Source: an optimization exercise on an open RTL-to-GDS flow (aim: small area). Production flows keep margins and buffers that such runs may drop.
In this exercise RTL edits were held to simulation tests only and were not proved equivalent to the original.
No activity file was given, so power comes from the tool's default toggle rates.

## try-sierra
==> flow/design.v (excerpt) <==
module gray_window_3x3 #(
  parameter int IMG_WIDTH  = img_params_pkg::IMG_WIDTH_DEF,
  parameter int IMG_HEIGHT = img_params_pkg::IMG_HEIGHT_DEF,
  parameter int DATA_WIDTH = img_params_pkg::DATA_WIDTH_DEF
) (
  input  logic                              clk,
  input  logic                              rstn,
  input  logic                              start,
  input  logic                              in_valid,
  input  logic [DATA_WIDTH-1:0]             in_data,
  output logic                              in_ready,
  output logic                              win_valid,
  output logic [9*DATA_WIDTH-1:0]           win_data,
  output logic [$clog2(IMG_HEIGHT)-1:0]     out_row,
  output logic [$clog2(IMG_WIDTH)-1:0]      out_col,
  output logic                              busy,
  output logic                              done
);
  localparam int DW    = DATA_WIDTH;
  localparam int W     = IMG_WIDTH;
  localparam int AW    = $clog2(IMG_WIDTH);
  localparam int RW    = $clog2(IMG_HEIGHT);
  localparam int DEPTH = 2 * W + 3;
  img_params_pkg::gw_state_e    state_q, state_d;
  logic [AW-1:0]                ccol_q, ccol_d;
  logic [RW-1:0]                crow_q, crow_d;
  logic                         win_valid_q, win_valid_d;
  logic                         vshift_q, vshift_d;
  logic                         done_q, done_d;
  logic                         in_ready_q, in_ready_d;
  logic                         accept;
  logic                         shift_en;
  logic [DEPTH*DW-1:0]          line_q;
  logic                         pt, pb, pl, pr;
  assign accept   = in_valid && in_ready_q;
  assign shift_en = accept || (state_q == ST_FLUSH);
  gray_line_ram #(.DEPTH(DEPTH), .DW(DW)) u_line (
    .clk  (clk),
    .en   (shift_en),
    .din  (in_data),
    .q    (line_q)
  );
  ...
For scale: roughly 4,000 cells after synthesis, ~110,000 um^2 of cells after synthesis.
==> flow/config.mk <==
export PLATFORM = sky130hd
export DESIGN_NAME = gray_window_3x3
export DESIGN_NICKNAME = gray_window_3x3
export VERILOG_FILES = /design/flow/design.v
export SDC_FILE = /design/flow/constraint.sdc
export NUM_CORES = 4
export LEC_CHECK = 0
export ABC_AREA = 1
export CAP_MARGIN = 20
export CORE_MARGIN = 2
export CORE_UTILIZATION = 60
export PLACE_DENSITY = 0.7
export SLEW_MARGIN = 20
==> flow/constraint.sdc <==
create_clock -name core_clock -period 10.0 [get_ports {clk}]
set_input_delay 2.0000 -clock core_clock [delete_from_list [all_inputs] [get_ports {clk}]]
set_output_delay 2.0000 -clock core_clock [all_outputs]
set_load 0.01 [all_outputs]
standard.sh (not shown) runs the stock make flow with config.mk's settings and CLKGATE_MAP_FILE= SYNTH_SCRIPT=/design/flow/synth_recipe.tcl, a recipe that flattens the netlist after the stock synthesis.
==> flow/flow/run.sh <==
#!/bin/bash
export CTS_ARGS="-sink_clustering_enable -repair_clock_nets -dont_use_dummy_load -buf_list sky130_fd_sc_hd__clkbuf_16 -sink_clustering_size 40 -sink_clustering_max_diameter 60"
export BUFFER_PORTS_ARGS="-buffer_cell sky130_fd_sc_hd__buf_1"
bash standard.sh > standard_sh.log 2>&1
try-sierra: all stages complete, timing, DRC and antenna checks passed
Input-level comparison between try-lagoon and try-sierra:
- swapping 0.7 for 0.35 in PLACE_DENSITY
- clearing ABC_AREA, which used to be 1
- swapping 60 for 22 in CORE_UTILIZATION
==> flow/run.sh (new file) <==
#!/bin/bash
# synth_recipe.tcl (not shown) runs the flow's synth.tcl, then flattens the netlist and writes it again
# the make line also repeats each setting of config.mk as NAME=value (left out here)
make -C /OpenROAD-flow-scripts/flow DESIGN_CONFIG=/design/flow/config.mk WORK_HOME=/design/flow/orfs CLKGATE_MAP_FILE= SYNTH_SCRIPT=/design/flow/synth_recipe.tcl finish
removed: flow/flow/run.sh
removed: flow/standard.sh
Looking at number of non-clock buffers in the layout across try-lagoon and try-sierra, the one that comes out higher is try-lagoon. try-lagoon: vertical die dimension 280 um above try-sierra. Lower portion of the layout cell area used by clock cells was reported by try-sierra, not try-lagoon. try-lagoon vs. try-sierra: largest net degree at the start of global routing went down by 32. Row proportion of cell area occupied by registers: try-lagoon lower / try-sierra higher.
### try-lagoon -> try-delta
- CORE_UTILIZATION changed from 22 to 60
- PLACE_DENSITY changed from 0.35 to 0.7
==> flow/flow/run.sh (new file) <==
#!/bin/bash
export CTS_ARGS="-sink_clustering_enable -repair_clock_nets -dont_use_dummy_load -buf_list sky130_fd_sc_hd__clkbuf_4 -sink_clustering_size 10 -sink_clustering_max_diameter 40"
export BUFFER_PORTS_ARGS="-buffer_cell sky130_fd_sc_hd__buf_1"
bash standard.sh > standard_sh.log 2>&1
==> flow/standard.sh (new file) <==
#!/bin/bash
# synth_recipe.tcl (not shown) runs the flow's synth.tcl, then flattens the netlist and writes it again
# the make line also repeats each setting of config.mk as NAME=value (left out here)
make -C /OpenROAD-flow-scripts/flow DESIGN_CONFIG=/design/flow/config.mk WORK_HOME=/design/flow/orfs CLKGATE_MAP_FILE= SYNTH_SCRIPT=/design/flow/synth_recipe.tcl "${@:-finish}"
removed: flow/run.sh
==> comparison <==
- Compared try-delta against try-lagoon; worst-case clock buffer depth within noise.
- Taking try-lagoon as the reference, in try-delta routing usage on met3 moved up; wire length moved down; via count moved down; fill cell total of the finished layout moved down.
- Re portion of netlist area occupied by mux cells: no difference whatsoever between try-lagoon and try-delta.
- Against try-lagoon, final cell count in try-delta fell by more than a quarter.
- From try-lagoon to try-delta the numbers moved as follows: final clock period utilization by the worst path has increased; internal power has decreased; area of placed instances has decreased.
- Cell at the slowest stage of the critical path = nor2_1: try-delta; cell at the slowest stage of the critical path = and4_2: try-lagoon
- Where maximum frequency is concerned, try-lagoon is better than try-delta.
The inputs of try-pepper differ from those of try-delta as listed below.
- CTS_CLUSTER_SIZE newly set to 30
- CAP_MARGIN changed from 20 to 5
- CTS_BUF_LIST newly set to sky130_fd_sc_hd__clkbuf_8
- SLEW_MARGIN changed from 20 to 5
==> flow/run.sh (new file) <==
#!/bin/bash
# synth_recipe.tcl (not shown) runs the flow's synth.tcl, then flattens the netlist and writes it again
# the make line also repeats each setting of config.mk as NAME=value (left out here)
make -C /OpenROAD-flow-scripts/flow DESIGN_CONFIG=/design/flow/config.mk WORK_HOME=/design/flow/orfs CLKGATE_MAP_FILE= SYNTH_SCRIPT=/design/flow/synth_recipe.tcl finish
removed: flow/flow/run.sh
removed: flow/standard.sh
## What came out
- try-pepper: no failed stages, no open violations at the end
- try-pepper against try-delta; weighted congestion at the end of routability-driven global placement is up by a few percent.
- Diff try-delta -> try-pepper | total met3 wirelength after detailed routing | up by more than 10%
- Measured against each other, try-pepper and try-delta differ in clock latency at the later pin of the worst-skew pair, the higher figure coming from try-delta.
- try-pepper vs. try-delta: leakage power summed over all cells went up by about 9%.
- Post-detailed-placement cell area for try-pepper is higher than for try-delta.
- try-pepper: area added between synthesis and finish 6.1 points above try-delta
- try-pepper against try-delta: setup slack climbed 0.012 ns; number of clock buffers in the layout rose 134; maximum fanout along the worst path has decreased.

-- static timing again, ports no longer ideal --
Ports are ideal in the flow. The routed layouts listed here were re-timed in OpenROAD. Step 1 (the two cells are an assumption about what drives the block):
set clk [get_ports {clk}]
set_driving_cell -lib_cell sky130_fd_sc_hd__clkbuf_16 $clk
set_driving_cell -lib_cell sky130_fd_sc_hd__buf_2 [delete_from_list [all_inputs] $clk]
Step 2 adds t to the input delays and takes it off the output delays; t is the mean of the earliest and latest rising clock arrival at the registers after step 1. Input paths then give back, and output paths get back, about the clock's delay inside the block. Three values: no drivers, after step 1, after step 2; two values: the first two.
run	t, ns	setup WS [ns]	worst setup path at the end	clock arrival spread, ns
try-sierra	0.849	4.549 / 4.471 / 4.936	input to register	0.099 / 0.099
try-lagoon	1.015	4.311 / 4.201 / 4.458	input to register	0.095 / 0.095
try-delta	1.371	3.829 / 3.757 / 4.701	input to register	0.150 / 0.150
try-pepper	1.066	3.840 / 3.758 / 4.412	input to register	0.050 / 0.050
After both steps every run listed still meets setup and hold.
